Context: an optimization exercise on an open-source flow, tuned for small area, a short achievable clock period and few clock cycles per item. The choices shown serve that exercise and are no tape-out recipe.
Only simulation tests tie the RTL to the original design; equivalence was not proved.
Power is estimated from default activity; no workload was simulated.

==> design/flow/design.v <==
module lkst_top
(
    input  logic        clk,
    input  logic        rst_n,
    input  logic        in_valid,
    output logic        in_ready,
    input  logic        in_action,
    input  logic [31:0] in_now_tick,
    input  logic [7:0]  in_protocol,
    input  logic [31:0] in_sensor_id,
    input  logic [7:0]  in_channel,
    input  logic [15:0] in_temperature,
    input  logic [7:0]  in_humidity,
    input  logic [1:0]  in_battery,
    input  logic [2:0]  in_read_slot,
    output logic        out_valid,
    input  logic        out_ready,
    output logic [2:0]  out_slot_index,
    output logic        out_key_hit,
    output logic        out_evicted,
    output logic [3:0]  out_fill_count,
    output logic        out_slot_valid,
    output logic [7:0]  out_protocol,
    output logic [31:0] out_sensor_id,
    output logic [7:0]  out_channel,
    output logic [15:0] out_temperature,
    output logic [7:0]  out_humidity,
    output logic [1:0]  out_battery,
    output logic [31:0] out_age_ticks
);
    localparam int N = 8;
    logic [N-1:0]        r_valid;
    logic [N-1:0][47:0]  r_key;
    logic [N-1:0][25:0]  r_pay;
    logic [N-1:0][31:0]  r_seen;
    logic [N-1:0][N-1:0] r_old;
    logic [3:0]          r_count;
    logic                r_pv;
    logic                r_act;
    logic [47:0]         r_ikey;   
    logic [25:0]         r_ipay;
    logic [31:0]         r_tick;
    logic [2:0]          r_rslot;
    logic [N-1:0]        r_hoh;    
    logic                r_hit;    
    logic [N-1:0]        r_rsel;   
    logic [N-1:0]        r_tlt;    
    logic [N-1:0]        r_tgt;    
    logic [N-1:0]        r_lru;    
    logic                r_ovld;
    logic [2:0]          r_oslot;
    logic                r_ohit;
    logic                r_oevict;
    logic                r_osv;
    logic [47:0]         r_okey;
    logic [25:0]         r_opay;
    logic [31:0]         r_oage;
    logic [47:0]         key;
    logic                accept;
    logic                out_free;
    logic                fire;
    logic                up;
    logic [N-1:0]        eq;
    logic [N-1:0]        mv;
    logic                eq_prev;
    logic [N-1:0]        hit_oh;
    logic [N-1:0]        free_oh;
    logic [N-1:0]        lru_oh;
    logic [N-1:0]        slot_oh;
    logic [2:0]          slot;
    logic                hit;
    logic                full;
    logic [N-1:0]        wen;
    logic [N-1:0]        t_lt;    
    logic [N-1:0]        t_gt;    
    logic                f_lt;    
    logic                f_gt;
    logic [N-1:0]        lru_next;
    logic [47:0]         rd_key;
    logic [25:0]         rd_pay;
    logic                rd_valid;
    logic [N-1:0]        in_rdec;
    logic [31:0]         in_seen;
    function automatic logic [N-1:0] first1(logic [N-1:0] v);
        logic         seen;
        first1 = '0;
        seen   = 1'b0;
        for (int i = 0; i < N; i++) begin
            first1[i] = v[i] && !seen;
            seen      = seen || v[i];
        end
    endfunction
    function automatic logic [1:0] cmp31(logic [30:0] a, logic [30:0] b);
        logic [31:0] g;
        logic [31:0] l;
        g = {1'b0, a & ~b};
        l = {1'b0, ~a & b};
        for (int w = 16; w >= 1; w = w / 2) begin
            for (int i = 0; i < w; i++) begin
                g[i] = g[2*i+1] | (!l[2*i+1] & g[2*i]);
                l[i] = l[2*i+1] | (!g[2*i+1] & l[2*i]);
            end
        end
        cmp31 = {g[0], l[0]};
    endfunction
    assign key      = {in_protocol, in_sensor_id, in_channel};
    assign out_free = !r_ovld || out_ready;
    assign fire     = r_pv && out_free;
    assign in_ready = !r_pv || out_free;
    assign accept   = in_valid && in_ready;
    assign up       = fire && !r_act;
    always_comb begin
        for (int j = 0; j < N; j++) begin
            eq[j] = r_key[j] == key;
        end
    end
    assign eq_prev = r_ikey == key;
    always_comb begin
        for (int j = 0; j < N; j++) begin
            mv[j] = wen[j] ? eq_prev : (r_valid[j] && eq[j]);
        end
    end
    assign hit     = r_hit;
    assign full    = &r_valid;
    assign hit_oh  = r_hoh;
    assign free_oh = first1(~r_valid);
    function automatic logic [N-1:0] lru_steps(logic [N-1:0] p0, int lo, int hi,
                                               logic [N-1:0][N-1:0] old);
        logic [N-1:0] p;
        logic         take;
        p = p0;
        for (int i = 1; i < N; i++) begin
            if (i >= lo && i <= hi) begin
                take = |(p & old[i]);
                if (take) begin
                    p = '0;
                    p[i] = 1'b1;
                end
            end
        end
        lru_steps = p;
    endfunction
    function automatic logic [N-1:0] lru_pick(logic [N-1:0][N-1:0] old);
        logic [N-1:0] q;
        logic [N-1:0] r;
        q = lru_steps(8'b1, 1, 3, old);
        lru_pick = '0;
        for (int c = 0; c < 4; c++) begin
            r = lru_steps(8'(1 << c), 4, 7, old);
            lru_pick = lru_pick | (r & {N{q[c]}});
        end
    endfunction
    always_comb begin : lru_after
        logic [N*N-1:0] m;
        lru_next = '0;
        for (int k = 0; k < N; k++) begin
            m = r_old;
            for (int j = 0; j < k; j++) m[k*N+j] = r_tlt[j];
            for (int i = k + 1; i < N; i++) m[i*N+k] = r_tgt[i];
            lru_next = lru_next | (lru_pick(m) & {N{wen[k]}});
        end
    end
    assign lru_oh = r_lru;
    assign slot_oh = hit ? hit_oh : (!full ? free_oh : lru_oh);
    assign wen     = up ? slot_oh : '0;
    always_comb begin
        slot = '0;
        for (int i = 0; i < N; i++) begin
            if (slot_oh[i]) slot = slot | 3'(i);
        end
    end
    always_comb begin : tick_cmp
        logic [1:0] c;
        logic       x;
        for (int j = 0; j < N; j++) begin
            c = cmp31(in_now_tick[30:0], r_seen[j][30:0]);
            x = in_now_tick[31] ^ r_seen[j][31];
            t_lt[j] = x ^ c[0];
            t_gt[j] = x ^ c[1];
        end
        c = cmp31(in_now_tick[30:0], r_tick[30:0]);
        x = in_now_tick[31] ^ r_tick[31];
        f_lt = x ^ c[0];
        f_gt = x ^ c[1];
    end
    always_comb begin
        rd_key  = '0;
        rd_pay  = '0;
        for (int j = 0; j < N; j++) begin
            rd_key  = rd_key  | (r_key[j]  & {48{r_rsel[j]}});
            rd_pay  = rd_pay  | (r_pay[j]  & {26{r_rsel[j]}});
        end
    end
    assign rd_valid = |r_rsel;
    always_comb begin
        in_seen = '0;
        for (int j = 0; j < N; j++) begin
            in_rdec[j] = in_read_slot == 3'(j);
            in_seen    = in_seen | ((wen[j] ? r_tick : r_seen[j]) & {32{in_rdec[j]}});
        end
    end
    always_ff @(posedge clk) begin
        if (accept) begin
            r_act   <= in_action;
            r_ikey  <= in_action ? {16'b0, in_seen} : key;
            r_ipay  <= {in_temperature, in_humidity, in_battery};
            r_tick  <= in_now_tick;
            r_rslot <= in_read_slot;
            r_hoh   <= first1(mv);
            r_hit   <= |mv;
            for (int j = 0; j < N; j++) begin
                r_rsel[j] <= in_rdec[j] && (r_valid[j] || wen[j]);
                r_tlt[j]  <= wen[j] ? f_lt : t_lt[j];
                r_tgt[j]  <= wen[j] ? f_gt : t_gt[j];
            end
        end
        for (int j = 0; j < N; j++) begin
            if (wen[j]) begin
                r_key[j]  <= r_ikey;
                r_pay[j]  <= r_ipay;
                r_seen[j] <= r_tick;
            end
        end
        for (int i = 1; i < N; i++) begin
            for (int j = 0; j < i; j++) begin
                if (wen[i]) begin
                    r_old[i][j] <= r_tlt[j];
                end else if (wen[j]) begin
                    r_old[i][j] <= r_tgt[i];
                end
            end
        end
        if (|wen) begin
            r_lru <= lru_next;
        end
        if (fire) begin
            r_oslot  <= r_act ? r_rslot : slot;
            r_ohit   <= !r_act && hit;
            r_oevict <= !r_act && !hit && full;
            r_osv    <= !r_act || rd_valid;
            r_okey   <= r_act ? rd_key : r_ikey;
            r_opay   <= r_act ? rd_pay : r_ipay;
            r_oage   <= (r_act && rd_valid) ? r_tick - r_ikey[31:0] : '0;
        end
    end
    always_ff @(posedge clk) begin
        if (!rst_n) begin
            r_valid <= '0;
            r_count <= '0;
            r_ovld  <= 1'b0;
            r_pv    <= 1'b0;
        end else begin
            r_valid <= r_valid | wen;
            if (up && !hit && !full) begin
                r_count <= r_count + 4'd1;
            end
            if (accept) begin
                r_pv <= 1'b1;
            end else if (fire) begin
                r_pv <= 1'b0;
            end
            if (fire) begin
                r_ovld <= 1'b1;
            end else if (out_ready) begin
                r_ovld <= 1'b0;
            end
        end
    end
    assign out_valid      = r_ovld;
    assign out_slot_index = r_oslot;
    assign out_key_hit    = r_ohit;
    assign out_evicted    = r_oevict;
    assign out_fill_count = r_count;
    assign out_slot_valid = r_osv;
    assign {out_protocol, out_sensor_id, out_channel} = r_okey;
    assign {out_temperature, out_humidity, out_battery} = r_opay;
    assign out_age_ticks  = r_oage;
endmodule
==> design/flow/flow/run.sh <==
#!/bin/bash
# The standard layout, with a plain buffer on each port and CTS without
# dummy balancing loads.
set -euo pipefail
export BUFFER_PORTS_ARGS="-buffer_cell sky130_fd_sc_hd__buf_2"
export CTS_ARGS="-sink_clustering_enable -repair_clock_nets -dont_use_dummy_load"
bash standard.sh > standard.log 2>&1
==> design/flow/standard.sh <==
#!/bin/bash
# synth_recipe.tcl (not shown) runs the flow's synth.tcl, then flattens the netlist and writes it again
# the make line also repeats each setting of config.mk as NAME=value (left out here)
make -C /OpenROAD-flow-scripts/flow DESIGN_CONFIG=/design/flow/config.mk WORK_HOME=/design/flow/orfs CLKGATE_MAP_FILE= SYNTH_SCRIPT=/design/flow/synth_recipe.tcl "${@:-finish}"
==> design/flow/config.mk <==
export PLATFORM = sky130hd
export DESIGN_NAME = lkst_top
export DESIGN_NICKNAME = lkst_top
export VERILOG_FILES = /design/flow/design.v
export SDC_FILE = /design/flow/constraint.sdc
export NUM_CORES = 4
export LEC_CHECK = 0
export CAP_MARGIN = 20
export CORE_MARGIN = 2
export CORE_UTILIZATION = 45
export SETUP_SLACK_MARGIN = 2.0
export SLEW_MARGIN = 20
export TNS_END_PERCENT = 5
==> design/flow/constraint.sdc <==
create_clock -name core_clock -period 5.0 [get_ports {clk}]
set_input_delay 1.0000 -clock core_clock [delete_from_list [all_inputs] [get_ports {clk}]]
set_output_delay 1.0000 -clock core_clock [all_outputs]
set_load 0.01 [all_outputs]
==> results of run 1 <==
worst register-to-register path, stage by stage (launching register included):
cell	delay [ns]
dfxtp_2	0.47
nand4_4	0.21
a2111oi_0	0.42
a21oi_1	0.12
nand2b_4	0.29
buf_12	0.25
nand2_1	0.17
o21ai_0	0.14
a221oi_2	0.35
and4_1	0.30
a32oi_1	0.16
state kept, by name, summed over array words and instances (netlist names), 26 cells and up:
signal and count:
r_pay 208, r_seen 256, r_key 384, r_ikey 48, r_oage 32, r_ipay 26
r_tick 32, r_opay 26, r_old 28, r_okey 48
power by group:
| group | total (W) | switching, W | internal, W | leakage, nW |
|---|---|---|---|---|
| clock | 0.00829 | 0.00364 | 0.00464 | 1.64 |
| combinational | 0.00432 | 0.00279 | 0.00154 | 11.8 |
| sequential | 0.0116 | 0.000581 | 0.0110 | 10.4 |
metal layers:
layer,vias to the layer above,global-route usage
li1,20700,-
met1,23600,0.479
met2,3017,0.518
met3,558,0.0745
met4,8,0.170
met5,-,0
Yosys cell counts (11+ instances only):
library cell	instances	area, um^2
o21a_1	20	150
maj3_1	112	1120
clkbuf_1	253	950
nand4_1	65	407
mux2i_1	24	240
nand3_1	36	180
nor2_1	279	1050
a22oi_1	57	428
ha_1	32	400
o21ai_0	343	1720
a21oi_1	250	1250
a32oi_1	52	455
edfxtp_1	881	26500
and2_1	11	68.8
a21boi_0	15	113
dfxtp_1	270	5410
and3_1	13	81.3
inv_1	207	777
nand2_1	857	3220
a31oi_1	117	732
and4_1	32	280
a22o_1	156	1370
a21o_1	52	390
mux2_2	12	135
o22ai_1	66	413
xnor2_1	197	1730
xor2_1	227	1990
nand2b_1	95	594
a211oi_1	14	105
nor3_1	66	330
o211ai_1	12	90.1
a221oi_1	193	1690
o31ai_1	22	165
buf_2	69	345
nor2b_1	74	463
buf_1	43	161
nor4_1	77	482
layout make-up:
cell class                      instances  area (um^2)  share of cell area
Antenna cell                            9         22.5            0.000344
Inverter                              222          940              0.0143
Tap cell                             1662         2080              0.0317
Clock buffer                          133         3330              0.0508
Multi-Input combinational cell       3743        24000               0.366
Sequential cell                      1151        31900               0.486
Timing Repair Buffer                  471         3280              0.0500
Timing Repair inverter                  4         35.0            0.000535
final timing paths:
| check | startpoint | end | cells past startpoint |
|---|---|---|---|
| max reg2reg | r_valid[2] | r_ikey[18] | 10 |
| min reg2reg | r_seen[179] | r_seen[179] | 2 |
| min | in_temperature[13] | r_ipay[23] | 1 |
| max | in_channel[3] | r_hoh[7] | 10 |
kinds of logic after synthesis:
group | synth area share
buffers and inverters | 0.0401
adder cells (fa/ha/maj) | 0.0268
AND/OR/NAND/NOR | 0.131
flip-flops | 0.555
XOR/XNOR | 0.0647
AO/OA/AOI/OAI | 0.176
multiplexers | 0.00654
metrics by stage:
stage                     instances  instance area [um^2]  setup slack [ns]   util
after floorplan                5482                 57500              1.15      -
after global placement         7107                 60200             0.864  0.473
final                          7395                 65500              1.80  0.515
after CTS                      7351                 65100              1.76  0.512
after global routing           7391                 65500              1.67  0.515
after detailed placement       7107                 60200             0.820  0.473
timing repair:
action / in CTS / in global routing
gates resized for setup: 145 / 44
cloned: 5 / 0
setup endpoints to repair: 513 / 94
pin swaps: 38 / 6
buffers inserted: 106 / 35
==> metrics.md, run 1 <==
| Metric | Value |
|---|---|
| Status | `finished clean` |
| TritonCTS clock tree | `built` |
| Worst-path cell chain | `buf_2 -> xor2_1 -> nor4_1 -> nand4_1 -> nor4_1 -> nand4_1 -> o21ai_0 -> or3_4 -> or3b_4 -> nor3_2` |
| CORE AREA | `around 0.13 mm^2` |
| Wire length on met3 | `24300 um` |
| Slew margin rel. | `0.267` |
| ANT nets after route | `0` |
| Vias/cell | `6.48` |
| Critical path buffers and inverters | `1` |
| Worst-Skew Late Latency | `0.77 ns` |
| M1 wire length | `approximately 95000 um` |
| Syn Area/Cell | `approximately 10 um^2` |
| CP required | `5.50 ns` |
| Sink Count | `1151` |
| FF+latch count, synth | `1151` |
| Dpl hpwl | `between 150000 and 200000 um` |
| Post-synth net total | `5629` |
| Total gr overflow | `0` |
| H-tree Lvls | `4` |
| Chip height | `roughly 360 um` |
| GP Congestion | `about 1.0` |
| Clock Skew | `0.0729 ns` |
| Initial antenna violation count | `16` |
| Root Driver | `clkbuf_16` |
| Fin Setup TNS | `0 ns` |
| Drt initial violations | `around 7000` |
| DR top layer | `met5` |
| Fillcell total | `11400` |
| Share of cells above drive strength 1 | `0.138` |
| F_max | `313 MHz` |
| Worst Hold Class | `input pin to flip-flop` |
| WS Path Type | `input pin to flip-flop` |
| Routed via count | `47900` |
| Mapped Area | `0.0574 mm^2` |
| Vias in the first global route | `approximately 44000` |
| Synth async-reset ratio | `0` |
| First-pass GRT wire length | `327000 um` |
| RSZ-0062 raised after global routing | `true` |
| Top_reg_cell synth | `edfxtp_1` |
| Startpoint types | `input pin` |
| Slew at the pin with the worst max-slew slack | `1.09 ns` |
| FF-to-FF setup slack | `1.80 ns` |
| Register area share after synthesis | `0.555` |
| Pwr Total | `0.0242 W` |
| CTS max path bufs | `3` |
| Setup violators final | `0` |
| Commonest non-fill, non-tap cell in the layout | `edfxtp_1` |
| Crit-path leading delay family | `simple AND/OR/NAND/NOR gates` |
| Fin crit share | `0.640` |
| Die X | `between 300 and 400 um` |
| CP Max Fanout | `10` |
| Power Density | `369 mW/mm^2` |
| Netlist cell types | `87` |
| Pre-antenna DRT Iters | `10` |
| Critical Path Sink Type | `flip-flop` |
| DR WL met2 | `roughly 100000 um` |
| PortBufs | `231` |
| Critical Path AT | `3.70 ns` |
| IO Count | `232` |
| Hold-fix buffers, CTS | `0` |
| Post-synth EDFFs | `881` |
| Pins over their slew limit | `0` |
| Tot GR Track Use | `0.347` |
| Peak VDD IR | `0.000373 V` |
| Total Wirelength | `233000 um` |
| Nets | `5873` |
| Final-report hold violation count | `0` |
| Pleak | `23.8 nW` |
| CP peak stage delay | `approximately 0.7 ns` |
| Row count | `about 130` |
| Slowest-stage cell, CP | `nor4_1` |
| Shortest period the worst path allows | `between 3 and 4 ns` |
| Reg clk slew, reported paths | `0.06 ns` |
| Avg WL per Cell | `31.5 um` |
| Commonest non-fill, non-tap cells in the layout | `881 x edfxtp_1, 845 x nand2_1, 330 x o21ai_0, 265 x dfxtp_1, 263 x nor2_1` |
| WHS | `0.410 ns` |
| Starting Density | `0.452` |
| Die footprint | `0.131 mm^2` |
| DR DRC count | `0` |
| Largest net degree at the start of global routing | `113` |
| Area growth, synth to finish | `14.1%` |
| YS warnings | `18` |
| Post-Synthesis Cells | `5482` |
| Max-Cap Viols | `0` |
| CTS buffer count | `133` |
Testbench counts, summed over its fixed seeds: cycles 4,816, items 4,800.
==> run 2: changes to the inputs <==
--- a/design/flow/config.mk
+++ b/design/flow/config.mk
@@ -7,7 +7,8 @@
 export LEC_CHECK = 0
 export CAP_MARGIN = 20
 export CORE_MARGIN = 2
-export CORE_UTILIZATION = 45
+export CORE_UTILIZATION = 55
+export PLACE_DENSITY = 0.65
 export SETUP_SLACK_MARGIN = 2.0
 export SLEW_MARGIN = 20
 export TNS_END_PERCENT = 5
==> run 2 against run 1 <==
Against the previous run: clock skew up 0.0064 ns; still clean; first-iteration DRC count up 6.9%; synthesized cell count unchanged; count of clock-buffer cells in the layout down 13; utilization up 12 points; power down 2.7%; highest routed layer unchanged.
==> metrics.md, run 2 <==
| Metric | Value |
|---|---|
| Status | `finished clean (unchanged)` |
| Chip height | `327 um (was 361 um)` |
| Final-report hold violation count | `0 (unchanged)` |
| Register area share after synthesis | `0.555 (unchanged)` |
| Die footprint | `0.107 mm^2 (was 0.131 mm^2)` |
| Avg WL per Cell | `31.9 um (was 31.5 um)` |
| Peak VDD IR | `0.000291 V (was 0.000373 V)` |
| Most frequent cell after synthesis | `edfxtp_1 (unchanged)` |
| Syn Area/Cell | `10.5 um^2 (unchanged)` |
| Total gr overflow | `0 (unchanged)` |
| Synth top area cells | `edfxtp_1 46%, dfxtp_1 9.4%, nand2_1 5.6%, xor2_1 3.5%, xnor2_1 3.0% (unchanged)` |
| Netlist cell types | `87 (unchanged)` |
| Vias in the first global route | `43900 (was 44200)` |
| IO Count | `232 (unchanged)` |
| F_max | `294 MHz (was 313 MHz)` |
| Total Wirelength | `227000 um (was 233000 um)` |
| Synth async-reset ratio | `0 (unchanged)` |
| Power Density | `361 mW/mm^2 (was 369 mW/mm^2)` |
| Commonest non-fill, non-tap cells in the layout | `881 x edfxtp_1, 844 x nand2_1, 322 x o21ai_0, 265 x dfxtp_1, 262 x nor2_1 (was 881 x edfxtp_1, 845 x nand2_1, 330 x o21ai_0, 265 x dfxtp_1, 263 x nor2_1)` |
| Dpl hpwl | `153000 um (was 159000 um)` |
| Starting Density | `0.555 (was 0.452)` |
| TritonCTS clock tree | `built (unchanged)` |
| Largest net degree at the start of global routing | `161 (was 113)` |
| Fillcell total | `8377 (was 11400)` |
| Setup violators final | `0 (unchanged)` |
| CP required | `5.51 ns (was 5.50 ns)` |
| RSZ-0062 raised after global routing | `true (unchanged)` |
| WHS | `0.431 ns (was 0.410 ns)` |
| R2r endpoint | `r_hoh[7] (was r_ikey[18])` |
| Slew at the pin with the worst max-slew slack | `1.06 ns (was 1.09 ns)` |
| Largest Register | `r_key (unchanged)` |
| Hold path depth | `1 (unchanged)` |
| Post-synth EDFFs | `881 (unchanged)` |
| Largest registers | `r_key x384, r_seen x256, r_pay x208 (unchanged)` |
| Fin Setup TNS | `0 ns (unchanged)` |
| Min-delay src | `in_temperature[6] (was in_temperature[13])` |
| Pleak | `23.9 nW (was 23.8 nW)` |
| Clock Skew | `0.0793 ns (was 0.0729 ns)` |
| CORE AREA | `0.103 mm^2 (was 0.127 mm^2)` |
| Worst Hold Class | `input pin to flip-flop (unchanged)` |
| Worst-Skew Late Latency | `0.72 ns (was 0.77 ns)` |
| Vias/cell | `6.81 (was 6.48)` |
| FF-to-FF Start | `r_key[344] (was r_valid[2])` |
| Pre-antenna DRT Iters | `9 (was 10)` |
| WHS Endpoint | `r_ipay[16] (was r_ipay[23])` |
| Pins over their slew limit | `0 (unchanged)` |
| Share of cells above drive strength 1 | `0.146 (was 0.138)` |
| Initial antenna violation count | `14 (was 16)` |
| H-tree Lvls | `3 (was 4)` |
| Most frequent cells after synthesis | `881 x edfxtp_1, 857 x nand2_1, 343 x o21ai_0 (unchanged)` |
| Nets | `5876 (was 5873)` |
| DR DRC count | `0 (unchanged)` |
| Cell depth of the worst flop-to-flop path | `7 (was 10)` |
| Critical Path Sink Type | `flip-flop (unchanged)` |
| CTS max path bufs | `3 (unchanged)` |
| Largest area contributor in the netlist | `edfxtp_1 (unchanged)` |
| ANT nets after route | `0 (unchanged)` |
| GP Congestion | `1.11 (was 1.04)` |
| Tot GR Track Use | `0.412 (was 0.347)` |
| Shortest period the worst path allows | `3.40 ns (was 3.20 ns)` |
| PortBufs | `231 (unchanged)` |
| Reg clk slew, reported paths | `0.06 ns (about the same)` |
| Commonest non-fill, non-tap cell in the layout | `edfxtp_1 (unchanged)` |
| Max-Cap Viols | `0 (unchanged)` |
| Drt initial violations | `7510 (was 7026)` |
| Sink Count | `1151 (unchanged)` |
| Max FFs per register | `384 (unchanged)` |
| Die X | `327 um (was 361 um)` |
| Share of the synthesized area in the top cell type | `0.461 (unchanged)` |
| WS Path Type | `input pin to flip-flop (unchanged)` |
| FF-to-FF setup slack | `1.63 ns (was 1.80 ns)` |
| Area growth, synth to finish | `13.7% (was 14.1%)` |
| Top_reg_cell synth | `edfxtp_1 (unchanged)` |
| CTS buffer count | `120 (was 133)` |
| Post-synth net total | `5629 (unchanged)` |
| CP Max Fanout | `8 (was 10)` |
| YS warnings | `18 (unchanged)` |
| First-pass GRT wire length | `319000 um (was 327000 um)` |
| Slew margin rel. | `0.290 (was 0.267)` |
| Row count | `118 (was 131)` |
| Critical Path AT | `3.91 ns (was 3.70 ns)` |
| Fin crit share | `0.679 (was 0.640)` |
| Post-Synthesis Cells | `5482 (unchanged)` |
| Startpoint types | `input pin (unchanged)` |
| Mapped Area | `0.0574 mm^2 (unchanged)` |
| FF+latch count, synth | `1151 (unchanged)` |
| Routed via count | `48400 (was 47900)` |
| Root Driver | `clkbuf_16 (unchanged)` |
[run 2: changes by cell type in the layout (fill, tap and decap cells not counted), moves of 6 or more]
cell,change
buf_4,+22
buf_2,-19
clkbuf_4,+17
clkbuf_16,-12
xor2_1,-12
xor2_2,+10
o21ai_0,-8
o21ai_1,+6
[run 2: per-layer routing]
metal,GRT usage,vias up,part of all wire,wire (um)
met2,0.616,3660,0.43,98000
met3,0.0856,659,0.12,28000
met4,0.212,8,0.064,14500
met5,0,-,0.00023,53
li1,-,20700,-,-
met1,0.570,23400,0.38,86500
[run 2: power by group]
group / internal (W) / total, W / switching [W]
logic: 0.00152 / 0.00433 / 0.00281
registers: 0.0110 / 0.0116 / 0.000579
clock network: 0.00416 / 0.00764 / 0.00348
[run 2: cell type report]
class	count	area, um^2	share of cell area
multi-input combinational	3744	24300	0.372
clock buffer	120	3000	0.0460
timing repair buffer	486	3390	0.0519
antenna	9	22.5	0.000345
timing repair inverter	4	33.8	0.000517
sequential	1151	31900	0.488
tap	1380	1730	0.0264
inverter	222	957	0.0147
[run 2: worst max-delay path by stage]
stage | start | end | slack (ns) | depth (start not counted)
floorplan | out_ready | r_count[3] | 1.15 | 7
global placement | in_sensor_id[5] | r_hoh[7] | 0.94 | 10
detailed placement | r_tick[0] | r_oage[28] | 0.89 | 13
CTS | r_tick[0] | r_oage[28] | 1.85 | 13
global route | r_tick[0] | r_oage[28] | 1.73 | 13
finish | in_sensor_id[0] | r_hoh[7] | 1.60 | 8
[run 2: timing repair]
| item | CTS | global route |
|---|---|---|
| setup endpoints to repair | 575 | 194 |
| hold buffers | 0 | 0 |
| setup buffers | 82 | 71 |
| pin swaps | 14 | 26 |
| gates resized for setup | 113 | 171 |
| cloned | 1 | 5 |
[run 2: stage by stage]
stage / power, W / cells / util / instance area (um^2) / setup slack [ns]
6_report: 0.0236 / 7116 / 0.631 / 65300 / 1.60
5_1_grt: 0.0242 / 7108 / 0.631 / 65300 / 1.73
4_1_cts: 0.0233 / 7031 / 0.618 / 64000 / 1.85
3_5_place_dp: 0.0156 / 6828 / 0.578 / 59800 / 0.894
3_3_place_gp: 0.0156 / 6828 / 0.578 / 59800 / 0.936
2_1_floorplan: 0.0141 / 5482 / - / 57500 / 1.15
[run 2: logic make-up after synthesis]
logic type,after synthesis,synth area share
AND/OR/NAND/NOR,1655,0.131
AO/OA/AOI/OAI,1483,0.176
flip-flops,1151,0.555
buffers and inverters,588,0.0401
XOR/XNOR,424,0.0647
adder cells (fa/ha/maj),145,0.0268
multiplexers,36,0.00654
[run 2: critical path, stage by stage]
cell	delay [ns]
buf_4	0.17
xnor2_1	0.42
o21ai_0	0.32
nor4_1	0.64
nand3_1	0.15
nor4_1	0.69
a31oi_1	0.33
nor3_2	0.18
==> run 3: changes to the inputs <==
--- a/design/flow/config.mk
+++ b/design/flow/config.mk
@@ -7,8 +7,7 @@
 export LEC_CHECK = 0
 export CAP_MARGIN = 20
 export CORE_MARGIN = 2
-export CORE_UTILIZATION = 55
-export PLACE_DENSITY = 0.65
-export SETUP_SLACK_MARGIN = 2.0
+export CORE_UTILIZATION = 45
+export SETUP_SLACK_MARGIN = 1.6
 export SLEW_MARGIN = 20
 export TNS_END_PERCENT = 5
==> run 3 against run 2 <==
Against the previous run: still clean; setup slack worse by 0.23 ns; die area is 22% higher; clock skew is 0.0042 ns lower; utilization is 13 points lower; synthesized area stayed put; non-clock buffer count is 102 lower; first-iteration DRC count is 4.4% lower; power is 1.6% higher; combinational power is 7.9% lower; register-to-register slack worse by 0.26 ns; critical endpoint unchanged; largest power group unchanged; highest routed layer unchanged.
==> metrics.md, run 3 <==
| Metric | Value |
|---|---|
| Share of the synthesized area in the top cell type | `0.461 (unchanged)` |
| Max FFs per register | `384 (unchanged)` |
| Shortest period the worst path allows | `3.63 ns (was 3.40 ns)` |
| CP Max Fanout | `11 (was 8)` |
| Commonest non-fill, non-tap cell in the layout | `edfxtp_1 (unchanged)` |
| Pre-antenna DRT Iters | `10 (was 9)` |
| Slew margin rel. | `0.223 (was 0.290)` |
| Largest registers | `r_key x384, r_seen x256, r_pay x208 (unchanged)` |
| Reg clk slew, reported paths | `0.06 ns (about the same)` |
| WS Path Type | `flip-flop to flip-flop (was input pin to flip-flop)` |
| Die footprint | `0.131 mm^2 (was 0.107 mm^2)` |
| Dpl ws | `0.820 ns (was 0.894 ns)` |
| Total Wirelength | `229000 um (was 227000 um)` |
| Worst-Skew Late Latency | `0.77 ns (was 0.72 ns)` |
| FF+latch count, synth | `1151 (unchanged)` |
| Fin Setup TNS | `0 ns (unchanged)` |
| CTS buffer count | `133 (was 120)` |
| Worst Hold Class | `input pin to flip-flop (unchanged)` |
| Post-synth EDFFs | `881 (unchanged)` |
| PortBufs | `231 (unchanged)` |
| CTS max path bufs | `3 (unchanged)` |
| Routed via count | `47200 (was 48400)` |
| Power Density | `373 mW/mm^2 (was 361 mW/mm^2)` |
| RSZ-0062 raised after global routing | `true (unchanged)` |
| GP Congestion | `1.04 (was 1.11)` |
| Fillcell total | `11500 (was 8377)` |
| Slew at the pin with the worst max-slew slack | `1.15 ns (was 1.06 ns)` |
| Syn Area/Cell | `10.5 um^2 (unchanged)` |
| Synth async-reset ratio | `0 (unchanged)` |
| FF-to-FF Start | `r_ikey[11] (was r_key[344])` |
| Clock Skew | `0.0752 ns (was 0.0793 ns)` |
| Vias/cell | `6.47 (was 6.81)` |
| ANT nets after route | `0 (unchanged)` |
| Largest area contributor in the netlist | `edfxtp_1 (unchanged)` |
| Hold-fix buffers, CTS | `0 (unchanged)` |
| Area of the multi-input gates | `0.0235 mm^2 (was 0.0243 mm^2)` |
| Worst setup margin | `1.37 ns (was 1.60 ns)` |
| Pleak | `23.2 nW (was 23.9 nW)` |
| CP required | `5.49 ns (was 5.51 ns)` |
| Root Driver | `clkbuf_16 (unchanged)` |
| Critical Path Sink Type | `flip-flop (unchanged)` |
| Max-Cap Viols | `0 (unchanged)` |
| Share of cells above drive strength 1 | `0.108 (was 0.146)` |
| Sink Count | `1151 (unchanged)` |
| First-pass GRT wire length | `322000 um (was 319000 um)` |
| Mapped Area | `0.0574 mm^2 (unchanged)` |
| IO Count | `232 (unchanged)` |
| Fin crit share | `0.725 (was 0.679)` |
| Area growth, synth to finish | `11.6% (was 13.7%)` |
| Final-report hold violation count | `0 (unchanged)` |
| F_max | `276 MHz (was 294 MHz)` |
| Commonest non-fill, non-tap cells in the layout | `881 x edfxtp_1, 853 x nand2_1, 340 x o21ai_0, 274 x nor2_1, 269 x dfxtp_1 (was 881 x edfxtp_1, 844 x nand2_1, 322 x o21ai_0, 265 x dfxtp_1, 262 x nor2_1)` |
| Status | `finished clean (unchanged)` |
| Initial antenna violation count | `20 (was 14)` |
| Min-delay src | `in_temperature[13] (was in_temperature[6])` |
| Top_reg_cell synth | `edfxtp_1 (unchanged)` |
| Row count | `131 (was 118)` |
| Drt initial violations | `7180 (was 7510)` |
| Register area | `0.0319 mm^2 (about the same)` |
| Chip height | `361 um (was 327 um)` |
| H-tree Lvls | `4 (was 3)` |
| Peak VDD IR | `0.000374 V (was 0.000291 V)` |
| Avg WL per Cell | `31.4 um (was 31.9 um)` |
| Pins over their slew limit | `0 (unchanged)` |
| Crit. Startpoint | `r_ikey[11] (was in_sensor_id[0])` |
| Synth top area cells | `edfxtp_1 46%, dfxtp_1 9.4%, nand2_1 5.6%, xor2_1 3.5%, xnor2_1 3.0% (unchanged)` |
| Dpl hpwl | `159000 um (was 153000 um)` |
| Post-Layout Cell Count | `7301 (was 7116)` |
| Critical Path AT | `4.12 ns (was 3.91 ns)` |
| Startpoint types | `flip-flop (was input pin)` |
| YS warnings | `18 (unchanged)` |
| Post-Synthesis Cells | `5482 (unchanged)` |
| Register area share after synthesis | `0.555 (unchanged)` |
| Post-synth net total | `5629 (unchanged)` |
| CORE AREA | `0.127 mm^2 (was 0.103 mm^2)` |
| Most frequent cell after synthesis | `edfxtp_1 (unchanged)` |
| Setup violators final | `0 (unchanged)` |
| Starting Density | `0.452 (was 0.555)` |
| Total gr overflow | `0 (unchanged)` |
| Netlist cell types | `87 (unchanged)` |
| Tot GR Track Use | `0.341 (was 0.412)` |
| Vias in the first global route | `43500 (was 43900)` |
| TritonCTS clock tree | `built (unchanged)` |
| Most frequent cells after synthesis | `881 x edfxtp_1, 857 x nand2_1, 343 x o21ai_0 (unchanged)` |
| Placed insts | `7107 (was 6828)` |
| Largest net degree at the start of global routing | `113 (was 161)` |
| Nets | `5783 (was 5876)` |
| DR DRC count | `0 (unchanged)` |
| Die X | `361 um (was 327 um)` |
| Largest Register | `r_key (unchanged)` |
run 3: worst paths after layout:
kind                               endpoint  slack [ns]  depth (start not counted)
worst max register to register     r_hoh[7]        1.37                          9
worst min register to register  r_seen[179]        0.47                          2
worst min-delay path             r_ipay[23]        0.40                          1
worst max-delay path               r_hoh[7]        1.37                          9
run 3: layout make-up:
cell class,instances,share of cell area
tap,1662,0.0324
clock buffer,133,0.0519
sequential,1151,0.497
timing repair buffer,384,0.0382
antenna,5,0.000195
multi-input combinational,3743,0.366
inverter,222,0.0139
timing repair inverter,1,0.000137
run 3: metal layers:
layer	vias to the layer above	part of all wire	track usage
met3	554	0.11	0.0677
li1	20500	-	-
met2	2975	0.43	0.507
met4	16	0.056	0.163
met1	23100	0.41	0.479
met5	-	0.00052	0
run 3: worst max-delay path, cell delays in order (launching register included):
cell and delay, ns:
edfxtp_1 0.66, xor2_1 0.29, nor4_1 0.72, nand4_1 0.32, or3_1 0.54, or2_2 0.34
o211ai_1 0.13, or3_4 0.19, or3b_4 0.13, nor3_2 0.04
run 3: per-stage QoR:
step | cell area (um^2) | util | power, W | hold WS (ns)
floorplan | 57500 | - | 0.0141 | 0.436
global placement | 60200 | 0.473 | 0.0156 | 0.454
detailed placement | 60200 | 0.473 | 0.0156 | 0.457
CTS | 63800 | 0.501 | 0.0238 | 0.353
global route | 64100 | 0.504 | 0.0247 | 0.375
finish | 64100 | 0.504 | 0.0239 | 0.404
run 3: kinds of logic (layout without fill, tap and decap cells):
| kind of cell | Yosys count | after routing | synth area share |
|---|---|---|---|
| other cells | 0 | 5 | 0 |
| fa+ha+maj | 145 | 145 | 0.0268 |
| compound gates | 1483 | 1483 | 0.176 |
| flops | 1151 | 1151 | 0.555 |
| buf+inv | 588 | 740 | 0.0401 |
| simple gates | 1655 | 1655 | 0.131 |
| xor+xnor | 424 | 424 | 0.0647 |
| mux | 36 | 36 | 0.00654 |
run 3: power by group:
group	total (W)	switching [W]	internal [W]
clock network	0.00828	0.00363	0.00464
logic	0.00399	0.00263	0.00136
registers	0.0117	0.000634	0.0110
run 3: timing repair:
item | CTS | global route
setup buffers | 26 | 29
pin swaps | 5 | 4
endpoints found under the setup margin | 123 | 132
gates resized for setup | 14 | 24
gates cloned | 1 | 0
==> run 4: changes to the inputs <==
--- a/design/flow/design.v
+++ b/design/flow/design.v
@@ -103,6 +103,26 @@
         end
         cmp31 = {g[0], l[0]};
     endfunction
+    function automatic logic [31:0] sub32(logic [31:0] a, logic [31:0] b);
+        logic [31:0] p;
+        logic [31:0] g;
+        logic [31:0] pn;
+        logic [31:0] gn;
+        p = a ^ ~b;
+        g = a & ~b;
+        g[0] = g[0] | p[0];
+        for (int d = 1; d < 32; d = d * 2) begin
+            pn = p;
+            gn = g;
+            for (int i = d; i < 32; i++) begin
+                gn[i] = g[i] | (p[i] & g[i-d]);
+                pn[i] = p[i] & p[i-d];
+            end
+            p = pn;
+            g = gn;
+        end
+        sub32 = (a ^ ~b) ^ {g[30:0], 1'b1};
+    endfunction
     assign key      = {in_protocol, in_sensor_id, in_channel};
     assign out_free = !r_ovld || out_ready;
     assign fire     = r_pv && out_free;
@@ -240,7 +260,7 @@
             r_osv    <= !r_act || rd_valid;
             r_okey   <= r_act ? rd_key : r_ikey;
             r_opay   <= r_act ? rd_pay : r_ipay;
-            r_oage   <= (r_act && rd_valid) ? r_tick - r_ikey[31:0] : '0;
+            r_oage   <= (r_act && rd_valid) ? sub32(r_tick, r_ikey[31:0]) : '0;
         end
     end
     always_ff @(posedge clk) begin
==> design/flow/config.mk (replaced) <==
export PLATFORM = sky130hd
export DESIGN_NAME = lkst_top
export DESIGN_NICKNAME = lkst_top
export VERILOG_FILES = /design/flow/design.v
export SDC_FILE = /design/flow/constraint.sdc
export NUM_CORES = 4
export LEC_CHECK = 0
export ABC_CLOCK_PERIOD_IN_PS = 3000
export CAP_MARGIN = 20
export CORE_MARGIN = 2
export CORE_UTILIZATION = 45
export SETUP_SLACK_MARGIN = 2.3
export SLEW_MARGIN = 20
==> run 4 against run 3 <==
Against the previous run: sequential power about the same; flip-flop and latch count unchanged; clock power up 1%; setup slack better by 0.36 ns; register-to-register slack improved by 0.36 ns; synthesized cell count down 0.97%; critical endpoint is now r_oage[12]; largest cell class unchanged.
==> metrics.md, run 4 <==
| Metric | Value |
|---|---|
| Area growth, synth to finish | `26.8% (was 11.6%)` |
| Dpl hpwl | `161000 um (was 159000 um)` |
| Post-synth EDFFs | `881 (unchanged)` |
| FF-to-FF Start | `r_ikey[0] (was r_ikey[11])` |
| Tot GR Track Use | `0.374 (was 0.341)` |
| CTS max path bufs | `3 (unchanged)` |
| Die X | `361 um (about the same)` |
| CP Max Fanout | `3 (was 11)` |
| CORE AREA | `0.126 mm^2 (was 0.127 mm^2)` |
| Fillcell total | `10500 (was 11500)` |
| Pre-antenna DRT Iters | `7 (was 10)` |
| Vias in the first global route | `46900 (was 43500)` |
| Sink Count | `1151 (unchanged)` |
| Final-report hold violation count | `0 (unchanged)` |
| Chip height | `361 um (about the same)` |
| Routed via count | `50700 (was 47200)` |
| TritonCTS clock tree | `built (unchanged)` |
| F_max | `307 MHz (was 276 MHz)` |
| Row count | `130 (was 131)` |
| Register area share after synthesis | `0.556 (was 0.555)` |
| Pleak | `26.8 nW (was 23.2 nW)` |
| CP required | `5.49 ns (about the same)` |
| Die footprint | `0.130 mm^2 (was 0.131 mm^2)` |
| Largest net degree at the start of global routing | `160 (was 113)` |
| Mapped Area | `0.0573 mm^2 (was 0.0574 mm^2)` |
| RSZ-0062 raised after global routing | `true (unchanged)` |
| Most frequent cells after synthesis | `881 x edfxtp_1, 778 x nand2_1, 356 x o21ai_0 (was 881 x edfxtp_1, 857 x nand2_1, 343 x o21ai_0)` |
| Commonest non-fill, non-tap cell in the layout | `edfxtp_1 (unchanged)` |
| ANT nets after route | `0 (unchanged)` |
| Nets | `6185 (was 5783)` |
| Setup violators final | `0 (unchanged)` |
| Synth async-reset ratio | `0 (unchanged)` |
| DR DRC count | `0 (unchanged)` |
| Status | `finished clean (unchanged)` |
| CTS buffer count | `133 (unchanged)` |
| H-tree Lvls | `4 (unchanged)` |
| WS Path Type | `flip-flop to flip-flop (unchanged)` |
| IO Count | `232 (unchanged)` |
| Largest area contributor in the netlist | `edfxtp_1 (unchanged)` |
| YS warnings | `18 (unchanged)` |
| FF+latch count, synth | `1151 (unchanged)` |
| Largest registers | `r_key x384, r_seen x256, r_pay x208 (unchanged)` |
| Synth top area cells | `edfxtp_1 46%, dfxtp_1 9.4%, nand2_1 5.1%, xor2_1 3.5%, xnor2_1 3.5% (was edfxtp_1 46%, dfxtp_1 9.4%, nand2_1 5.6%, xor2_1 3.5%, xnor2_1 3.0%)` |
| Max FFs per register | `384 (unchanged)` |
| Critical Path Sink Type | `flip-flop (unchanged)` |
| Largest Register | `r_key (unchanged)` |
| Most frequent cell after synthesis | `edfxtp_1 (unchanged)` |
| Hold-fix buffers, CTS | `0 (unchanged)` |
| Peak VDD IR | `0.000385 V (was 0.000374 V)` |
| Total Wirelength | `258000 um (was 229000 um)` |
| Share of the synthesized area in the top cell type | `0.462 (was 0.461)` |
| Post-synth net total | `5576 (was 5629)` |
| Avg WL per Cell | `33.5 um (was 31.4 um)` |
| Max-Cap Viols | `0 (unchanged)` |
| Min-delay src | `in_temperature[10] (was in_temperature[13])` |
| Post-Synthesis Cells | `5429 (was 5482)` |
| Critical Path AT | `3.75 ns (was 4.12 ns)` |
| WHS | `0.390 ns (was 0.404 ns)` |
| Worst Hold Class | `input pin to flip-flop (unchanged)` |
| GP Congestion | `1.04 (about the same)` |
| Netlist cell types | `88 (was 87)` |
| Root Driver | `clkbuf_16 (unchanged)` |
| Drt initial violations | `7948 (was 7180)` |
| Crit. Startpoint | `r_ikey[0] (was r_ikey[11])` |
| Area after DPL | `0.0605 mm^2 (was 0.0602 mm^2)` |
| Top_reg_cell synth | `edfxtp_1 (unchanged)` |
| Vias/cell | `6.59 (was 6.47)` |
| Slew at the pin with the worst max-slew slack | `1.22 ns (was 1.15 ns)` |
| Slew margin rel. | `0.179 (was 0.223)` |
| Starting Density | `0.455 (was 0.452)` |
| Power Density | `351 mW/mm^2 (was 373 mW/mm^2)` |
| Reg clk slew, reported paths | `0.06 ns (about the same)` |
| Shortest period the worst path allows | `3.26 ns (was 3.63 ns)` |
| Share of cells above drive strength 1 | `0.256 (was 0.108)` |
| Syn Area/Cell | `10.6 um^2 (was 10.5 um^2)` |
| PortBufs | `231 (unchanged)` |
| First-pass GRT wire length | `349000 um (was 322000 um)` |
| Commonest non-fill, non-tap cells in the layout | `881 x edfxtp_1, 687 x nand2_1, 396 x buf_4, 258 x dfxtp_1, 251 x nor2_1 (was 881 x edfxtp_1, 853 x nand2_1, 340 x o21ai_0, 274 x nor2_1, 269 x dfxtp_1)` |
| Pins over their slew limit | `0 (unchanged)` |
| Fin crit share | `0.652 (was 0.725)` |
| Final instance area | `0.0727 mm^2 (was 0.0641 mm^2)` |
| Startpoint types | `flip-flop (unchanged)` |
| Total gr overflow | `0 (unchanged)` |
| Worst-Skew Late Latency | `0.79 ns (was 0.77 ns)` |
| Clock Skew | `0.0783 ns (was 0.0752 ns)` |
| Fin Setup TNS | `0 ns (unchanged)` |
| Initial antenna violation count | `15 (was 20)` |
==> run 4: cell types whose count changed in the layout (fill, tap and decap cells not counted), moves of 32 or more <==
cell      change
a21oi_2      +46
buf_12       +55
a221oi_1     -32
o21ai_2      +54
nand2_2      +51
buf_4       +255
nand2_4      +32
nand2_1     -166
o21ai_0     -116
o21ai_1      +59
a21oi_1      -47
buf_6        +79
a32oi_1      -48
==> run 4: kinds of logic after synthesis <==
| logic type | Yosys count | synth area share |
|---|---|---|
| fa+ha+maj | 156 | 0.0288 |
| flops | 1151 | 0.556 |
| simple gates | 1543 | 0.122 |
| compound gates | 1490 | 0.176 |
| mux | 46 | 0.00840 |
| buf+inv | 584 | 0.0391 |
| xor+xnor | 459 | 0.0701 |
==> run 4: path summary, 6_finish.rpt <==
| check | endpoint | slack (ns) | cells after the start |
|---|---|---|---|
| worst max-delay path | r_oage[12] | 1.74 | 12 |
| worst min-delay path | r_ipay[20] | 0.39 | 1 |
| worst max register to register | r_oage[12] | 1.74 | 12 |
| worst min register to register | r_seen[157] | 0.47 | 2 |
==> run 4: layout make-up <==
cell class                 instances  area (um^2)  share of cell area
sequential                      1151        31900               0.439
multi-input combinational       3695        26400               0.363
timing repair buffer             822         7710               0.106
clock buffer                     133         3330              0.0458
tap                             1650         2060              0.0284
inverter                         215         1010              0.0139
timing repair inverter            20          295             0.00406
antenna                            8         20.0            0.000275
==> run 4: per-layer routing <==
metal | share of wire | vias to the layer above | track usage
met5 | 0.00014 | - | 0
met4 | 0.079 | 6 | 0.233
met3 | 0.13 | 907 | 0.0924
met2 | 0.43 | 3758 | 0.558
met1 | 0.37 | 24700 | 0.489
li1 | - | 21300 | -
==> run 4: repair_timing <==
item | 4_1_cts | 5_1_grt
setup buffers | 274 | 142
gates cloned | 25 | 22
resized for setup | 633 | 506
pin swaps | 183 | 207
setup endpoints to repair | 800 | 334
==> run 4: through the flow <==
step	setup WS [ns]	cells	util	total power (W)
after floorplan	0.0686	5429	-	0.0143
after global placement	0.692	7090	0.480	0.0160
after detailed placement	0.649	7090	0.480	0.0160
after CTS	1.81	7522	0.548	0.0248
after global routing	1.67	7688	0.576	0.0262
final	1.74	7694	0.577	0.0255
==> run 4: power by group <==
part	total [W]	internal, W	leakage [nW]	switching, W
clock network	0.00837	0.00465	1.64	0.00372
logic	0.00544	0.00200	14.8	0.00344
registers	0.0117	0.0111	10.4	0.000644
==> run 4: critical path, cell delays in order, from the launching register on <==
cell	delay, ns
edfxtp_1	0.45
ha_4	0.20
fa_2	0.37
nor2b_4	0.16
o21ai_2	0.09
a21boi_2	0.16
o211a_1	0.19
o21ai_2	0.07
buf_4	0.14
a211oi_1	0.36
o21ai_0	0.17
nor3b_1	0.18
nor3_2	0.43
Testbench counts of run 4, summed over its fixed seeds: cycles 4,816, items 4,800.
==> run 5: changes to the inputs <==
==> design/flow/run.sh (new file) <==
#!/bin/bash
# synth_recipe.tcl (not shown) runs the flow's synth.tcl, then flattens the netlist and writes it again
# the make line also repeats each setting of config.mk as NAME=value (left out here)
make -C /OpenROAD-flow-scripts/flow DESIGN_CONFIG=/design/flow/config.mk WORK_HOME=/design/flow/orfs CLKGATE_MAP_FILE= SYNTH_SCRIPT=/design/flow/synth_recipe.tcl finish
==> design/flow/config.mk (replaced) <==
export PLATFORM = sky130hd
export DESIGN_NAME = lkst_top
export DESIGN_NICKNAME = lkst_top
export VERILOG_FILES = /design/flow/design.v
export SDC_FILE = /design/flow/constraint.sdc
export NUM_CORES = 4
export LEC_CHECK = 0
export CAP_MARGIN = 20
export CORE_MARGIN = 2
export CORE_UTILIZATION = 45
export SETUP_SLACK_MARGIN = 2.0
export SLEW_MARGIN = 20
removed: design/flow/flow/run.sh
removed: design/flow/standard.sh
==> run 5 against run 4 <==
Against the previous run: still clean on timing, DRC and antenna; die area unchanged; flip-flop and latch count unchanged; sequential share of layout area increased by 1.4 points; non-clock buffer count decreased by 155; clock power increased by 12%; worst hold slack improved by 0.087 ns; sequential power about the same; largest cell class unchanged; largest power group unchanged.
==> metrics.md, run 5 <==
| Metric | Value |
|---|---|
| Status | `finished clean (unchanged)` |
| Fin crit share | `0.672 (was 0.652)` |
| Synth top area cells | `edfxtp_1 46%, dfxtp_1 9.4%, nand2_1 5.1%, xor2_1 3.5%, xnor2_1 3.5% (unchanged)` |
| Die X | `361 um (unchanged)` |
| GP Congestion | `1.03 (was 1.04)` |
| Routed via count | `48800 (was 50700)` |
| PortBufs | `231 (unchanged)` |
| Startpoint types | `flip-flop (unchanged)` |
| Avg WL per Cell | `31.2 um (was 33.5 um)` |
| Critical Path AT | `3.91 ns (was 3.75 ns)` |
| F_max | `298 MHz (was 307 MHz)` |
| Sink Count | `1151 (unchanged)` |
| ANT nets after route | `0 (unchanged)` |
| Clock power share | `0.358 (was 0.328)` |
| Row count | `130 (unchanged)` |
| Largest registers | `r_key x384, r_seen x256, r_pay x208 (unchanged)` |
| Syn Area/Cell | `10.6 um^2 (unchanged)` |
| Largest Register | `r_key (unchanged)` |
| Sw Ratio | `0.304 (was 0.306)` |
| Initial antenna violation count | `18 (was 15)` |
| Pre-antenna DRT Iters | `8 (was 7)` |
| CTS max path bufs | `3 (unchanged)` |
| Vias in the first global route | `45600 (was 46900)` |
| Fin Setup TNS | `0 ns (unchanged)` |
| Worst-Skew Late Latency | `0.79 ns (about the same)` |
| Post-Synthesis Cells | `5429 (unchanged)` |
| Drt initial violations | `7186 (was 7948)` |
| Vias/cell | `6.40 (was 6.59)` |
| Area growth, synth to finish | `22.7% (was 26.8%)` |
| Placed insts | `7183 (was 7090)` |
| Mapped Area | `0.0573 mm^2 (unchanged)` |
| RSZ-0062 raised after global routing | `true (unchanged)` |
| Pins over their slew limit | `0 (unchanged)` |
| YS warnings | `18 (unchanged)` |
| Largest net degree at the start of global routing | `79 (was 160)` |
| Max-Cap Viols | `0 (unchanged)` |
| Dpl hpwl | `158000 um (was 161000 um)` |
| Reg power frac | `0.448 (was 0.459)` |
| Pwr Total | `0.0261 W (was 0.0255 W)` |
| Chip height | `361 um (unchanged)` |
| Psw | `0.00793 W (was 0.00781 W)` |
| CORE AREA | `0.126 mm^2 (unchanged)` |
| Total gr overflow | `0 (unchanged)` |
| FF+latch count, synth | `1151 (unchanged)` |
| Final Util | `0.558 (was 0.577)` |
| Most frequent cell after synthesis | `edfxtp_1 (unchanged)` |
| Peak VDD IR | `0.000339 V (was 0.000385 V)` |
| Power Density | `371 mW/mm^2 (was 351 mW/mm^2)` |
| Synth async-reset ratio | `0 (unchanged)` |
| Internal power | `0.0182 W (was 0.0177 W)` |
| Share of the synthesized area in the top cell type | `0.462 (unchanged)` |
| Total Wirelength | `238000 um (was 258000 um)` |
| Die footprint | `0.130 mm^2 (unchanged)` |
| Slew margin rel. | `0.269 (was 0.179)` |
| TritonCTS clock tree | `built (unchanged)` |
| Commonest non-fill, non-tap cells in the layout | `881 x edfxtp_1, 765 x nand2_1, 359 x buf_4, 314 x o21ai_0, 261 x dfxtp_1 (was 881 x edfxtp_1, 687 x nand2_1, 396 x buf_4, 258 x dfxtp_1, 251 x nor2_1)` |
| Max FFs per register | `384 (unchanged)` |
| WS Path Type | `flip-flop to flip-flop (unchanged)` |
| Clock Skew | `0.0279 ns (was 0.0783 ns)` |
| DR DRC count | `0 (unchanged)` |
| Starting Density | `0.455 (unchanged)` |
| H-tree Lvls | `4 (unchanged)` |
| CTS buffer count | `130 (was 133)` |
| Critical Path Sink Type | `flip-flop (unchanged)` |
| Register area share after synthesis | `0.556 (unchanged)` |
| Share of cells above drive strength 1 | `0.168 (was 0.256)` |
| Hold-fix buffers, CTS | `0 (unchanged)` |
| Largest area contributor in the netlist | `edfxtp_1 (unchanged)` |
| Commonest non-fill, non-tap cell in the layout | `edfxtp_1 (unchanged)` |
| IO Count | `232 (unchanged)` |
| First-pass GRT wire length | `332000 um (was 349000 um)` |
| Reg clk slew, reported paths | `0.06 ns (about the same)` |
| CP Max Fanout | `3 (unchanged)` |
| Slew at the pin with the worst max-slew slack | `1.10 ns (was 1.22 ns)` |
| Nets | `6014 (was 6185)` |
| Most frequent cells after synthesis | `881 x edfxtp_1, 778 x nand2_1, 356 x o21ai_0 (unchanged)` |
| Worst Hold Class | `flip-flop to flip-flop (was input pin to flip-flop)` |
| Root Driver | `clkbuf_16 (unchanged)` |
| Post-synth EDFFs | `881 (unchanged)` |
| Final-report hold violation count | `0 (unchanged)` |
| Post-synth net total | `5576 (unchanged)` |
| Top_reg_cell synth | `edfxtp_1 (unchanged)` |
| Tot GR Track Use | `0.353 (was 0.374)` |
| Post-Layout Cell Count | `7628 (was 7694)` |
| Pleak | `25.5 nW (was 26.8 nW)` |
| Netlist cell types | `88 (unchanged)` |
| Setup violators final | `0 (unchanged)` |
| Logic pwr share | `0.193 (was 0.213)` |
| Shortest period the worst path allows | `3.36 ns (was 3.26 ns)` |
| CP required | `5.55 ns (was 5.49 ns)` |
==> run 5: worst max-delay path, stage by stage (launching register included) <==
cell	delay, ns
edfxtp_1	0.40
buf_8	0.15
inv_4	0.05
ha_4	0.19
nor2b_4	0.13
o21ai_4	0.15
a21boi_2	0.10
o21ai_2	0.19
a21oi_2	0.08
buf_4	0.16
a31o_4	0.24
a211oi_4	0.30
o21ai_2	0.13
a311oi_2	0.42
xnor2_1	0.13
nor2_2	0.29
==> run 5: per-layer routing <==
layer / wire (um) / vias to the layer above / global-route usage
met4: 14000 / 12 / 0.178
met3: 26800 / 626 / 0.0724
met1: 93300 / 23900 / 0.480
met2: 104000 / 3243 / 0.534
met5: 73 / - / 0
li1: - / 21000 / -
==> run 5: path summary, 6_finish.rpt <==
| kind | startpoint | to | slack (ns) | cells after the start |
|---|---|---|---|---|
| max | r_ikey[1] | r_oage[27] | 1.64 | 15 |
| min | r_seen[62] | r_seen[62] | 0.48 | 2 |
| max reg2reg | r_ikey[1] | r_oage[27] | 1.64 | 15 |
| min reg2reg | r_seen[62] | r_seen[62] | 0.48 | 2 |
==> run 5: power groups by stage <==
| stage | clock, W | sequential, W | combinational (W) |
|---|---|---|---|
| 4_1_cts | 0.00941 | 0.0117 | 0.00471 |
| 3_5_place_dp | 0 | 0.0119 | 0.00423 |
| 3_3_place_gp | 0 | 0.0119 | 0.00420 |
| 2_1_floorplan | 0 | 0.0116 | 0.00270 |
| 5_1_grt | 0.00979 | 0.0117 | 0.00534 |
| 6_report | 0.00934 | 0.0117 | 0.00504 |
==> run 5: what timing repair did <==
item | 4_1_cts | 5_1_grt
setup buffers | 154 | 34
gates cloned | 9 | 5
pin swaps | 86 | 62
gates resized for setup | 504 | 157
endpoints found under the setup margin | 389 | 98
==> run 5: area by class of cell <==
class / instances / area (um^2)
Fill cell: 10800 / 55700
Timing Repair Buffer: 667 / 6220
Sequential cell: 1151 / 31900
Antenna cell: 8 / 20.0
Inverter: 215 / 971
Timing Repair inverter: 8 / 88.8
Clock inverter: 68 / 602
Clock buffer: 167 / 3470
Tap cell: 1650 / 2060
Multi-Input combinational cell: 3694 / 25000
==> run 5: cell families after synthesis <==
| group | count (synthesis) | share of synthesized area |
|---|---|---|
| AND/OR/NAND/NOR | 1543 | 0.122 |
| AO/OA/AOI/OAI | 1490 | 0.176 |
| flip-flops | 1151 | 0.556 |
| buffers and inverters | 584 | 0.0391 |
| XOR/XNOR | 459 | 0.0701 |
| adder cells (fa/ha/maj) | 156 | 0.0288 |
| multiplexers | 46 | 0.00840 |
==> run 5: through the flow <==
step | worst slack [ns] | hold WS [ns] | area (um^2)
2_1_floorplan | 0.0686 | 0.441 | 57500
3_3_place_gp | 0.469 | 0.457 | 62400
3_5_place_dp | 0.347 | 0.464 | 62400
4_1_cts | 1.74 | 0.474 | 69400
5_1_grt | 1.59 | 0.494 | 70300
6_report | 1.64 | 0.478 | 70400
==> run 6: changes to the inputs <==
--- a/design/flow/design.v
+++ b/design/flow/design.v
@@ -80,7 +80,7 @@
     logic [25:0]         rd_pay;
     logic                rd_valid;
     logic [N-1:0]        in_rdec;
-    logic [31:0]         in_seen;
+    logic [32:0]         in_age;
     function automatic logic [N-1:0] first1(logic [N-1:0] v);
         logic         seen;
         first1 = '0;
@@ -102,26 +102,6 @@
             end
         end
         cmp31 = {g[0], l[0]};
-    endfunction
-    function automatic logic [31:0] sub32(logic [31:0] a, logic [31:0] b);
-        logic [31:0] p;
-        logic [31:0] g;
-        logic [31:0] pn;
-        logic [31:0] gn;
-        p = a ^ ~b;
-        g = a & ~b;
-        g[0] = g[0] | p[0];
-        for (int d = 1; d < 32; d = d * 2) begin
-            pn = p;
-            gn = g;
-            for (int i = d; i < 32; i++) begin
-                gn[i] = g[i] | (p[i] & g[i-d]);
-                pn[i] = p[i] & p[i-d];
-            end
-            p = pn;
-            g = gn;
-        end
-        sub32 = (a ^ ~b) ^ {g[30:0], 1'b1};
     endfunction
     assign key      = {in_protocol, in_sensor_id, in_channel};
     assign out_free = !r_ovld || out_ready;
@@ -212,17 +192,26 @@
         end
     end
     assign rd_valid = |r_rsel;
-    always_comb begin
-        in_seen = '0;
+    always_comb begin : age_lo
+        logic [31:0] seen_tab;
+        logic        fwd;
+        logic [16:0] lo_fwd;
+        logic [16:0] lo_tab;
+        seen_tab = '0;
         for (int j = 0; j < N; j++) begin
             in_rdec[j] = in_read_slot == 3'(j);
-            in_seen    = in_seen | ((wen[j] ? r_tick : r_seen[j]) & {32{in_rdec[j]}});
-        end
+            seen_tab   = seen_tab | (r_seen[j] & {32{in_rdec[j]}});
+        end
+        fwd    = |(wen & in_rdec);
+        lo_fwd = {1'b0, in_now_tick[15:0]} - {1'b0, r_tick[15:0]};
+        lo_tab = {1'b0, in_now_tick[15:0]} - {1'b0, seen_tab[15:0]};
+        in_age = fwd ? {lo_fwd[16], r_tick[31:16], lo_fwd[15:0]}
+                     : {lo_tab[16], seen_tab[31:16], lo_tab[15:0]};
     end
     always_ff @(posedge clk) begin
         if (accept) begin
             r_act   <= in_action;
-            r_ikey  <= in_action ? {16'b0, in_seen} : key;
+            r_ikey  <= in_action ? {15'b0, in_age} : key;
             r_ipay  <= {in_temperature, in_humidity, in_battery};
             r_tick  <= in_now_tick;
             r_rslot <= in_read_slot;
@@ -260,7 +249,8 @@
             r_osv    <= !r_act || rd_valid;
             r_okey   <= r_act ? rd_key : r_ikey;
             r_opay   <= r_act ? rd_pay : r_ipay;
-            r_oage   <= (r_act && rd_valid) ? sub32(r_tick, r_ikey[31:0]) : '0;
+            r_oage   <= (r_act && rd_valid) ?
+                        {r_tick[31:16] - r_ikey[31:16] - 16'(r_ikey[32]), r_ikey[15:0]} : '0;
         end
     end
     always_ff @(posedge clk) begin
==> design/flow/flow/run.sh (new file) <==
#!/bin/bash
# The standard layout, with a plain buffer on each port and CTS without
# dummy balancing loads.
set -euo pipefail
export BUFFER_PORTS_ARGS="-buffer_cell sky130_fd_sc_hd__buf_2"
export CTS_ARGS="-sink_clustering_enable -repair_clock_nets -dont_use_dummy_load"
bash standard.sh > standard.log 2>&1
==> design/flow/standard.sh (new file) <==
#!/bin/bash
# synth_recipe.tcl (not shown) runs the flow's synth.tcl, then flattens the netlist and writes it again
# the make line also repeats each setting of config.mk as NAME=value (left out here)
make -C /OpenROAD-flow-scripts/flow DESIGN_CONFIG=/design/flow/config.mk WORK_HOME=/design/flow/orfs CLKGATE_MAP_FILE= SYNTH_SCRIPT=/design/flow/synth_recipe.tcl "${@:-finish}"
--- a/design/flow/config.mk
+++ b/design/flow/config.mk
@@ -10,3 +10,4 @@
 export CORE_UTILIZATION = 45
 export SETUP_SLACK_MARGIN = 2.0
 export SLEW_MARGIN = 20
+export TNS_END_PERCENT = 5
removed: design/flow/run.sh
==> run 6 against run 5 <==
Against the previous run: critical endpoint is now r_ikey[14]; still clean; largest cell class unchanged; count of clock-buffer cells in the layout decreased by 37; flip-flop and latch count unchanged; non-clock buffer count decreased by 192; global-route usage decreased by 0.68 points.
==> metrics.md, run 6 <==
| Metric | Value |
|---|---|
| Status | `finished clean (unchanged)` |
| WHS | `0.382 ns (was 0.478 ns)` |
| Reg clk slew, reported paths | `0.06 ns (about the same)` |
| Most frequent cell after synthesis | `edfxtp_1 (unchanged)` |
| PortBufs | `231 (unchanged)` |
| Critical Path AT | `3.90 ns (was 3.91 ns)` |
| IO Count | `232 (unchanged)` |
| Critical Path Sink Type | `flip-flop (unchanged)` |
| Slew at the pin with the worst max-slew slack | `1.04 ns (was 1.10 ns)` |
| Register area share after synthesis | `0.599 (was 0.556)` |
| Total Wirelength | `231000 um (was 238000 um)` |
| Sink Count | `1151 (unchanged)` |
| Worst-Skew Late Latency | `0.79 ns (about the same)` |
| Final instance area | `0.0662 mm^2 (was 0.0704 mm^2)` |
| Post-synth EDFFs | `1137 (was 881)` |
| Row count | `131 (was 130)` |
| Most frequent cells after synthesis | `1137 x edfxtp_1, 270 x nor2_1, 268 x o21ai_0 (was 881 x edfxtp_1, 778 x nand2_1, 356 x o21ai_0)` |
| Syn Area/Cell | `12.1 um^2 (was 10.6 um^2)` |
| Critical path buffers and inverters | `2 (was 3)` |
| Drt initial violations | `6867 (was 7186)` |
| CTS buffer count | `130 (unchanged)` |
| Starting Density | `0.452 (was 0.455)` |
| RSZ-0062 raised after global routing | `true (unchanged)` |
| Hold-fix buffers, CTS | `0 (unchanged)` |
| Worst Hold Class | `input pin to flip-flop (was flip-flop to flip-flop)` |
| Netlist cell types | `86 (was 88)` |
| Power Density | `337 mW/mm^2 (was 371 mW/mm^2)` |
| Post-Synthesis Cells | `4736 (was 5429)` |
| Setup violators final | `0 (unchanged)` |
| Root Driver | `clkbuf_16 (unchanged)` |
| Chip height | `361 um (about the same)` |
| Max FFs per register | `384 (unchanged)` |
| Tot GR Track Use | `0.346 (was 0.353)` |
| CP Max Fanout | `5 (was 3)` |
| Peak VDD IR | `0.000393 V (was 0.000339 V)` |
| Commonest non-fill, non-tap cells in the layout | `1137 x edfxtp_1, 261 x nor2_1, 253 x a21oi_1, 248 x o21ai_0, 245 x inv_1 (was 881 x edfxtp_1, 765 x nand2_1, 359 x buf_4, 314 x o21ai_0, 261 x dfxtp_1)` |
| CP required | `5.45 ns (was 5.55 ns)` |
| Startpoint types | `input pin (was flip-flop)` |
| Largest area contributor in the netlist | `edfxtp_1 (unchanged)` |
| FF-to-FF Start | `r_seen[0] (was r_ikey[1])` |
| Dpl hpwl | `159000 um (was 158000 um)` |
| Synth async-reset ratio | `0 (unchanged)` |
| Area after DPL | `0.0608 mm^2 (was 0.0624 mm^2)` |
| Die footprint | `0.131 mm^2 (was 0.130 mm^2)` |
| Routed via count | `44700 (was 48800)` |
| GP Congestion | `1.04 (was 1.03)` |
| F_max | `290 MHz (was 298 MHz)` |
| Hold path depth | `1 (was 2)` |
| Largest registers | `r_key x384, r_seen x256, r_pay x208 (unchanged)` |
| Pleak | `23.2 nW (was 25.5 nW)` |
| First-pass GRT wire length | `320000 um (was 332000 um)` |
| Post-synth net total | `4932 (was 5576)` |
| CTS max path bufs | `3 (unchanged)` |
| Largest net degree at the start of global routing | `113 (was 79)` |
| CP peak stage delay | `0.36 ns (was 0.42 ns)` |
| Share of the synthesized area in the top cell type | `0.594 (was 0.462)` |
| Internal power | `0.0165 W (was 0.0182 W)` |
| Vias in the first global route | `41400 (was 45600)` |
| Final-report hold violation count | `0 (unchanged)` |
| Share of cells above drive strength 1 | `0.157 (was 0.168)` |
| Slew margin rel. | `0.307 (was 0.269)` |
| Reg power frac | `0.502 (was 0.448)` |
| FF+latch count, synth | `1151 (unchanged)` |
| Vias/cell | `6.63 (was 6.40)` |
| Pre-antenna DRT Iters | `6 (was 8)` |
| Psw | `0.00583 W (was 0.00793 W)` |
| Total gr overflow | `0 (unchanged)` |
| Commonest non-fill, non-tap cell in the layout | `edfxtp_1 (unchanged)` |
| YS warnings | `18 (unchanged)` |
| Die X | `361 um (about the same)` |
| Min-delay src | `in_temperature[1] (was r_seen[62])` |
run 6: cell types whose count changed in the layout (fill, tap and decap cells not counted), sizes merged, moves of 59 or more:
cell           delta
dfxtp           -256
clkinv           -59
nand2           -581
edfxtp          +256
clkdlybuf4s50   -157
o21ai            -90
run 6: cell families after synthesis:
logic type,after synthesis,synth area share
AO/OA/AOI/OAI,1449,0.174
XOR/XNOR,431,0.0657
adder cells (fa/ha/maj),197,0.0385
buffers and inverters,540,0.0361
flip-flops,1151,0.599
multiplexers,42,0.00749
AND/OR/NAND/NOR,926,0.0794
run 6: per-stage QoR:
| stage | utilization | setup slack [ns] | std cells | TNS (ns) | power [W] |
|---|---|---|---|---|---|
| floorplan | - | -0.365 | 4736 | -28.84 | 0.0128 |
| global placement | 0.478 | 0.218 | 6477 | 0 | 0.0140 |
| detailed placement | 0.478 | 0.182 | 6477 | 0 | 0.0140 |
| CTS | 0.517 | 1.51 | 6701 | 0 | 0.0222 |
| global route | 0.520 | 1.43 | 6735 | 0 | 0.0229 |
| finish | 0.521 | 1.55 | 6741 | 0 | 0.0223 |
run 6: cell type report:
| type | instances | area, um^2 |
|---|---|---|
| repair buffers | 475 | 3340 |
| multi-input cells | 3047 | 22000 |
| flip-flops and latches | 1151 | 34500 |
| diodes | 11 | 27.5 |
| well taps | 1662 | 2080 |
| clock buffers | 130 | 3250 |
| fillers | 11000 | 61000 |
| inverters | 264 | 1080 |
| repair inverters | 1 | 8.76 |
run 6: routing by layer:
layer,global-route usage,vias to the layer above,wire [um]
li1,-,18900,-
met1,0.483,22600,93000
met2,0.538,2737,104000
met3,0.0718,449,24400
met4,0.119,26,9190
met5,0,-,210
run 6: worst max path at each step:
stage / startpoint / endpoint / slack, ns / depth (start not counted)
CTS: r_ikey[32] / r_oage[31] / 1.51 / 15
finish: in_read_slot[0] / r_ikey[14] / 1.55 / 18
global route: in_read_slot[2] / r_ikey[15] / 1.43 / 18
global placement: in_read_slot[0] / r_ikey[14] / 0.22 / 19
floorplan: out_ready / r_hoh[7] / -0.37 / 10
detailed placement: in_read_slot[0] / r_ikey[14] / 0.18 / 19
run 6: timing repair:
item / in CTS / in global routing
gates resized for setup: 207 / 57
gates cloned: 5 / 0
buffers inserted: 89 / 29
pin swaps: 80 / 25
endpoints found under the setup margin: 534 / 82
endpoints found under the hold margin: 0 / 0
run 6: worst reg2reg max path: cells and delay by family (launching register included):
kind                     cells  cell delay [ns]
flip-flops                   1             0.40
AND/OR/NAND/NOR              2             0.26
adder cells (fa/ha/maj)      3             1.01
multiplexers                 1             0.10
AO/OA/AOI/OAI                4             1.09
XOR/XNOR                     1             0.28
run 6: power by group through the flow:
stage / sequential (W) / clock (W) / combinational [W]
2_1_floorplan: 0.0113 / 0 / 0.00151
3_3_place_gp: 0.0115 / 0 / 0.00251
3_5_place_dp: 0.0115 / 0 / 0.00251
4_1_cts: 0.0112 / 0.00822 / 0.00282
5_1_grt: 0.0112 / 0.00857 / 0.00312
6_report: 0.0112 / 0.00815 / 0.00297
Testbench counts of run 6, summed over its fixed seeds: cycles 4,816, items 4,800.

Re-timed with assumed drivers on the ports (clkbuf_16 on the clock, buf_2 on other inputs), run 6 has 1.402 ns of setup slack against 1.550 ns with ideal ports, and 0.577 ns once port delays also move by the mid clock arrival of 0.826 ns.
